This design comes from an exercise in tuning for small area and a short achievable clock period on the open sky130 flow, not from production work.
In this exercise RTL edits were held to simulation tests only and were not proved equivalent to the original.
Power and IR drop assume default switching activity.

Setup of run 1:
==> flow/design.v <==
package lfsr_trng_core_pkg;
    localparam int LFSR_W = 32;
    localparam logic [LFSR_W-1:0] LFSR_TAPS_DEFAULT = 32'h80200003;
    localparam logic [LFSR_W-1:0] LFSR_SEED_DEFAULT = 32'h00000001;
    function automatic logic [LFSR_W-1:0] lfsr_step(
        input logic [LFSR_W-1:0] s,
        input logic [LFSR_W-1:0] taps
    );
        lfsr_step = s[0] ? ((s >> 1) ^ taps) : (s >> 1);
    endfunction
endpackage
module lfsr_trng_ram #(
    parameter int DATA_WIDTH = 32,
    parameter int ADDR_WIDTH = 32,
    parameter int RAM_DEPTH  = 100
) (
    input  logic                  clk,
    input  logic                  rst,
    input  logic                  we_i,
    input  logic                  rd_i,
    input  logic [ADDR_WIDTH-1:0] addr_i,
    input  logic [DATA_WIDTH-1:0] wdata_i,
    output logic [DATA_WIDTH-1:0] data_o
);
    localparam int IDX_W = (RAM_DEPTH > 1) ? $clog2(RAM_DEPTH) : 1;
    logic [DATA_WIDTH-1:0] mem_q [RAM_DEPTH];
    logic [DATA_WIDTH-1:0] data_d, data_q;
    logic                  hi_zero;
    logic [7:0]            lo_n;      
    logic [12:0]           hi_n;      
    logic                  rd_ok;     
    logic                  wr_ok;     
    logic [RAM_DEPTH-1:0]  rsel;
    logic [RAM_DEPTH-1:0]  wsel;
    assign hi_zero = ~|addr_i[ADDR_WIDTH-1:IDX_W];
    assign rd_ok   = rd_i & hi_zero;
    assign wr_ok   = rst & we_i & hi_zero;
    lfsr_trng_ram_dec u_dec (
        .idx  (addr_i[IDX_W-1:0]),
        .lo_n (lo_n),
        .hi_n (hi_n)
    );
    for (genvar k = 0; k < RAM_DEPTH; k++) begin : g_sel
        lfsr_trng_ram_nor2 u_rsel (.a (lo_n[k % 8]), .b (hi_n[k / 8]),               .y (rsel[k]));
        lfsr_trng_ram_and2 u_wsel (.a (rsel[k]), .b (wr_ok), .y (wsel[k]));
    end
    always_ff @(posedge clk) begin
        for (int k = 0; k < RAM_DEPTH; k++) begin
            if (wsel[k]) begin
                mem_q[k] <= wdata_i;
            end
        end
    end
    for (genvar b = 0; b < DATA_WIDTH; b++) begin : g_bit
        logic [11:0] grp;         
        logic [2:0]  grp_n;       
        for (genvar g = 0; g < 12; g++) begin : g_grp
            lfsr_trng_ram_or8 u_or8 (
                .m ({mem_q[8*g+7][b], mem_q[8*g+6][b], mem_q[8*g+5][b], mem_q[8*g+4][b],
                     mem_q[8*g+3][b], mem_q[8*g+2][b], mem_q[8*g+1][b], mem_q[8*g][b]}),
                .s (rsel[8*g+7:8*g]),
                .y (grp[g])
            );
        end
        for (genvar g = 0; g < 3; g++) begin : g_nor
            lfsr_trng_ram_nor4 u_nor (
                .a (grp[4*g]), .b (grp[4*g+1]), .c (grp[4*g+2]), .d (grp[4*g+3]),
                .y (grp_n[g])
            );
        end
        lfsr_trng_ram_tail u_tail (
            .n    (grp_n),
            .m    ({mem_q[99][b], mem_q[98][b], mem_q[97][b], mem_q[96][b]}),
            .s    (rsel[99:96]),
            .rd   (rd_ok),
            .hold (~rd_i & data_q[b]),
            .rst  (rst),
            .d    (data_d[b])
        );
    end
    always_ff @(posedge clk) begin
        data_q <= data_d;
    end
    assign data_o = data_q;
endmodule
module lfsr_trng_ram_dec (
    input  logic [6:0]  idx,
    output logic [7:0]  lo_n,
    output logic [12:0] hi_n
);
    logic [6:0] idx_n;
    for (genvar i = 0; i < 7; i++) begin : g_inv
        lfsr_trng_ram_inv u_inv (.a (idx[i]), .y (idx_n[i]));
    end
    for (genvar a = 0; a < 8; a++) begin : g_lo
        lfsr_trng_ram_nand3 u_lo (
            .a (a[0] ? idx[0] : idx_n[0]),
            .b (a[1] ? idx[1] : idx_n[1]),
            .c (a[2] ? idx[2] : idx_n[2]),
            .y (lo_n[a])
        );
    end
    for (genvar h = 0; h < 13; h++) begin : g_hi
        lfsr_trng_ram_nand4 u_hi (
            .a (h[0] ? idx[3] : idx_n[3]),
            .b (h[1] ? idx[4] : idx_n[4]),
            .c (h[2] ? idx[5] : idx_n[5]),
            .d (h[3] ? idx[6] : idx_n[6]),
            .y (hi_n[h])
        );
    end
endmodule
module lfsr_trng_ram_inv (
    input  logic a,
    output logic y
);
    assign y = ~a;
endmodule
module lfsr_trng_ram_nand3 (
    input  logic a, b, c,
    output logic y
);
    assign y = ~(a & b & c);
endmodule
module lfsr_trng_ram_nand4 (
    input  logic a, b, c, d,
    output logic y
);
    assign y = ~(a & b & c & d);
endmodule
module lfsr_trng_ram_and2 (
    input  logic a, b,
    output logic y
);
    assign y = a & b;
endmodule
module lfsr_trng_ram_nor2 (
    input  logic a, b,
    output logic y
);
    assign y = ~(a | b);
endmodule
module lfsr_trng_ram_nor4 (
    input  logic a, b, c, d,
    output logic y
);
    assign y = ~(a | b | c | d);
endmodule
module lfsr_trng_ram_or8 (
    input  logic [7:0] m,
    input  logic [7:0] s,
    output logic       y
);
    assign y = ~(~((m[0] & s[0]) | (m[1] & s[1])) & ~((m[2] & s[2]) | (m[3] & s[3])) &
                 ~((m[4] & s[4]) | (m[5] & s[5])) & ~((m[6] & s[6]) | (m[7] & s[7])));
endmodule
module lfsr_trng_ram_tail (
    input  logic [2:0] n,
    input  logic [3:0] m,
    input  logic [3:0] s,
    input  logic       rd,
    input  logic       hold,
    input  logic       rst,
    output logic       d
);
    logic word_n;
    assign word_n = n[0] & n[1] & n[2] &
                    ~((m[0] & s[0]) | (m[1] & s[1])) & ~((m[2] & s[2]) | (m[3] & s[3]));
    assign d = rst & ((rd & ~word_n) | hold);
endmodule
module lfsr_trng_core #(
    parameter int              n          = 32,
    parameter int              DATA_WIDTH = 32,
    parameter int              ADDR_WIDTH = 32,
    parameter int              RAM_DEPTH  = 100,
    parameter logic [DATA_WIDTH-1:0] LFSR_TAPS = lfsr_trng_core_pkg::LFSR_TAPS_DEFAULT,
    parameter logic [DATA_WIDTH-1:0] LFSR_SEED = lfsr_trng_core_pkg::LFSR_SEED_DEFAULT
) (
    input  logic                  clk,
    input  logic                  rst,
    input  logic                  request,
    input  logic                  we_i,
    input  logic                  rd_i,
    input  logic [ADDR_WIDTH-1:0] addr_i,
    output logic [DATA_WIDTH-1:0] rnd,
    output logic [DATA_WIDTH-1:0] data_o,
    output logic [n-1:0]          count
);
    logic [n-1:0]          count_d, count_q;
    logic [DATA_WIDTH-1:0] lfsr_d, lfsr_q;
    logic [DATA_WIDTH-1:0] rnd_d, rnd_q;
    logic                  req_d, req_q;
    logic [DATA_WIDTH-1:0] mix;
    logic [DATA_WIDTH-1:0] src;
    always_comb begin
        count_d = count_q + 1'b1;
        req_d   = request;
        lfsr_d  = lfsr_q;
        rnd_d   = rnd_q;
        mix     = lfsr_q ^ count_q;
        if (mix == '0) begin
            mix = LFSR_SEED;     
        end
        src = req_q ? lfsr_q : mix;
        if (request) begin
            lfsr_d = lfsr_trng_core_pkg::lfsr_step(src, LFSR_TAPS);
            rnd_d  = lfsr_d;
        end
    end
    always_ff @(posedge clk) begin
        if (!rst) begin
            count_q <= '0;
            lfsr_q  <= LFSR_SEED;
            rnd_q   <= '0;
            req_q   <= 1'b0;
        end else begin
            count_q <= count_d;
            lfsr_q  <= lfsr_d;
            rnd_q   <= rnd_d;
            req_q   <= req_d;
        end
    end
    assign rnd   = rnd_q;
    assign count = count_q;
    lfsr_trng_ram #(
        .DATA_WIDTH (DATA_WIDTH),
        .ADDR_WIDTH (ADDR_WIDTH),
        .RAM_DEPTH  (RAM_DEPTH)
    ) u_ram (
        .clk     (clk),
        .rst     (rst),
        .we_i    (we_i),
        .rd_i    (rd_i),
        .addr_i  (addr_i),
        .wdata_i (rnd_q),
        .data_o  (data_o)
    );
endmodule
Settings: LEC_CHECK=0, CAP_MARGIN=5, CORE_MARGIN=2, CORE_UTILIZATION=55, CTS_CLUSTER_DIAMETER=80, CTS_CLUSTER_SIZE=20, SETUP_SLACK_MARGIN=1.7, SLEW_MARGIN=5, SYNTH_HIERARCHICAL=1; clock period 4.0 ns.
run.sh (not shown) runs the stock make flow with config.mk's settings and CLKGATE_MAP_FILE= SYNTH_SCRIPT=/design/flow/synth_recipe.tcl, a recipe that flattens the netlist after the stock synthesis.
Run 1 went all the way through the flow, and no timing, DRC or antenna check failed.
Input changes introduced in run 2 (baseline for comparison: run 1):
--- a/flow/design.v
+++ b/flow/design.v
@@ -29,11 +29,11 @@
     logic [7:0]            lo_n;      
     logic [12:0]           hi_n;      
-    logic                  rd_ok;     
-    logic                  wr_ok;     
+    logic                  rd_ok_n;   
+    logic                  wr_ok_n;   
     logic [RAM_DEPTH-1:0]  rsel;
     logic [RAM_DEPTH-1:0]  wsel;
     assign hi_zero = ~|addr_i[ADDR_WIDTH-1:IDX_W];
-    assign rd_ok   = rd_i & hi_zero;
-    assign wr_ok   = rst & we_i & hi_zero;
+    assign rd_ok_n = ~(rd_i & hi_zero);
+    assign wr_ok_n = ~(rst & we_i & hi_zero);
     lfsr_trng_ram_dec u_dec (
         .idx  (addr_i[IDX_W-1:0]),
@@ -42,6 +42,6 @@
     );
     for (genvar k = 0; k < RAM_DEPTH; k++) begin : g_sel
-        lfsr_trng_ram_nor2 u_rsel (.a (lo_n[k % 8]), .b (hi_n[k / 8]),               .y (rsel[k]));
-        lfsr_trng_ram_and2 u_wsel (.a (rsel[k]), .b (wr_ok), .y (wsel[k]));
+        lfsr_trng_ram_nor3 u_rsel (.a (lo_n[k % 8]), .b (hi_n[k / 8]), .c (rd_ok_n), .y (rsel[k]));
+        lfsr_trng_ram_nor3 u_wsel (.a (lo_n[k % 8]), .b (hi_n[k / 8]), .c (wr_ok_n), .y (wsel[k]));
     end
     always_ff @(posedge clk) begin
@@ -73,5 +73,4 @@
             .m    ({mem_q[99][b], mem_q[98][b], mem_q[97][b], mem_q[96][b]}),
             .s    (rsel[99:96]),
-            .rd   (rd_ok),
             .hold (~rd_i & data_q[b]),
             .rst  (rst),
@@ -129,15 +128,9 @@
     assign y = ~(a & b & c & d);
 endmodule
-module lfsr_trng_ram_and2 (
-    input  logic a, b,
-    output logic y
-);
-    assign y = a & b;
-endmodule
-module lfsr_trng_ram_nor2 (
-    input  logic a, b,
-    output logic y
-);
-    assign y = ~(a | b);
+module lfsr_trng_ram_nor3 (
+    input  logic a, b, c,
+    output logic y
+);
+    assign y = ~(a | b | c);
 endmodule
 module lfsr_trng_ram_nor4 (
@@ -159,13 +152,11 @@
     input  logic [3:0] m,
     input  logic [3:0] s,
-    input  logic       rd,
     input  logic       hold,
     input  logic       rst,
     output logic       d
 );
-    logic word_n;
-    assign word_n = n[0] & n[1] & n[2] &
-                    ~((m[0] & s[0]) | (m[1] & s[1])) & ~((m[2] & s[2]) | (m[3] & s[3]));
-    assign d = rst & ((rd & ~word_n) | hold);
+    logic last_n;
+    assign last_n = ~((m[0] & s[0]) | (m[1] & s[1])) & ~((m[2] & s[2]) | (m[3] & s[3])) & ~hold;
+    assign d = rst & ~(n[0] & n[1] & n[2] & last_n);
 endmodule
 module lfsr_trng_core #(
Results
Comparing run 2 and run 1, the lower time the worst path needs with I/O delays and setup is on run 1.
Going from run 1 to run 2, share of power burned in registers picked up an extra 1.0 points, die area +about 0.8%, critical path depth has increased, internal power of the cells decreased by about 1.4% relative to the old numbers.
Compared with run 1, run 2 shows number of fill cells that has gone down by a few percent.
Relative to run 1, the synthesized area divided by synthesized cell count of run 2 is higher by 0.81%.
Fraction of the mapped netlist area in adder cells: run 1 vs run 2 — no meaningful difference
Last element of the critical path = u_ram.data_q[26]$_DFF_P_: run 1; last element of the critical path = u_ram.data_q[21]$_DFF_P_: run 2
Taking run 1 as the reference point, the post-CTS setup buffer count of run 2 falls by about 5%.
Compared run 2 vs run 1, and setup slack is down in run 2.
Run 2 vs run 1, global-route usage over all layers went down by 0.76 points.
Sum of internal, switching and leakage power, run 2 and run 1, higher one = run 1.
Cmp run 2 and run 1 / net total in the final layout / higher: run 2

## what the ideal ports hide
Ports are ideal in the flow. The routed layouts listed here were re-timed in OpenROAD. Step 1, drivers: a clkbuf_16 drives clk and a buf_2 each remaining input, both assumed. Step 2, shift: input delay + t, output delay - t, t = (earliest + latest rising clock arrival at the registers) / 2. This alone moves slack from input paths to output paths. a / b / c = ideal / step 1 / step 2; a / b = the first two.
run	t (ns)	setup slack, ns	hold WS [ns]	worst register clock-pin slew, ns	worst data-port slew with drivers (ns)
run 1	0.965	1.256 / 1.303 / 0.338	0.486 / 0.418 / 0.547	0.09 / 0.09	0.13
run 2	0.972	0.780 / 0.832 / -0.140	0.530 / 0.467 / 0.547	0.10 / 0.10	0.05
Met with ideal ports but missed after step 2: setup timing in run 2. For run 2, which loses most, drivers alone change the setup slack by +0.052 ns; drivers and shift together by -0.920 ns.
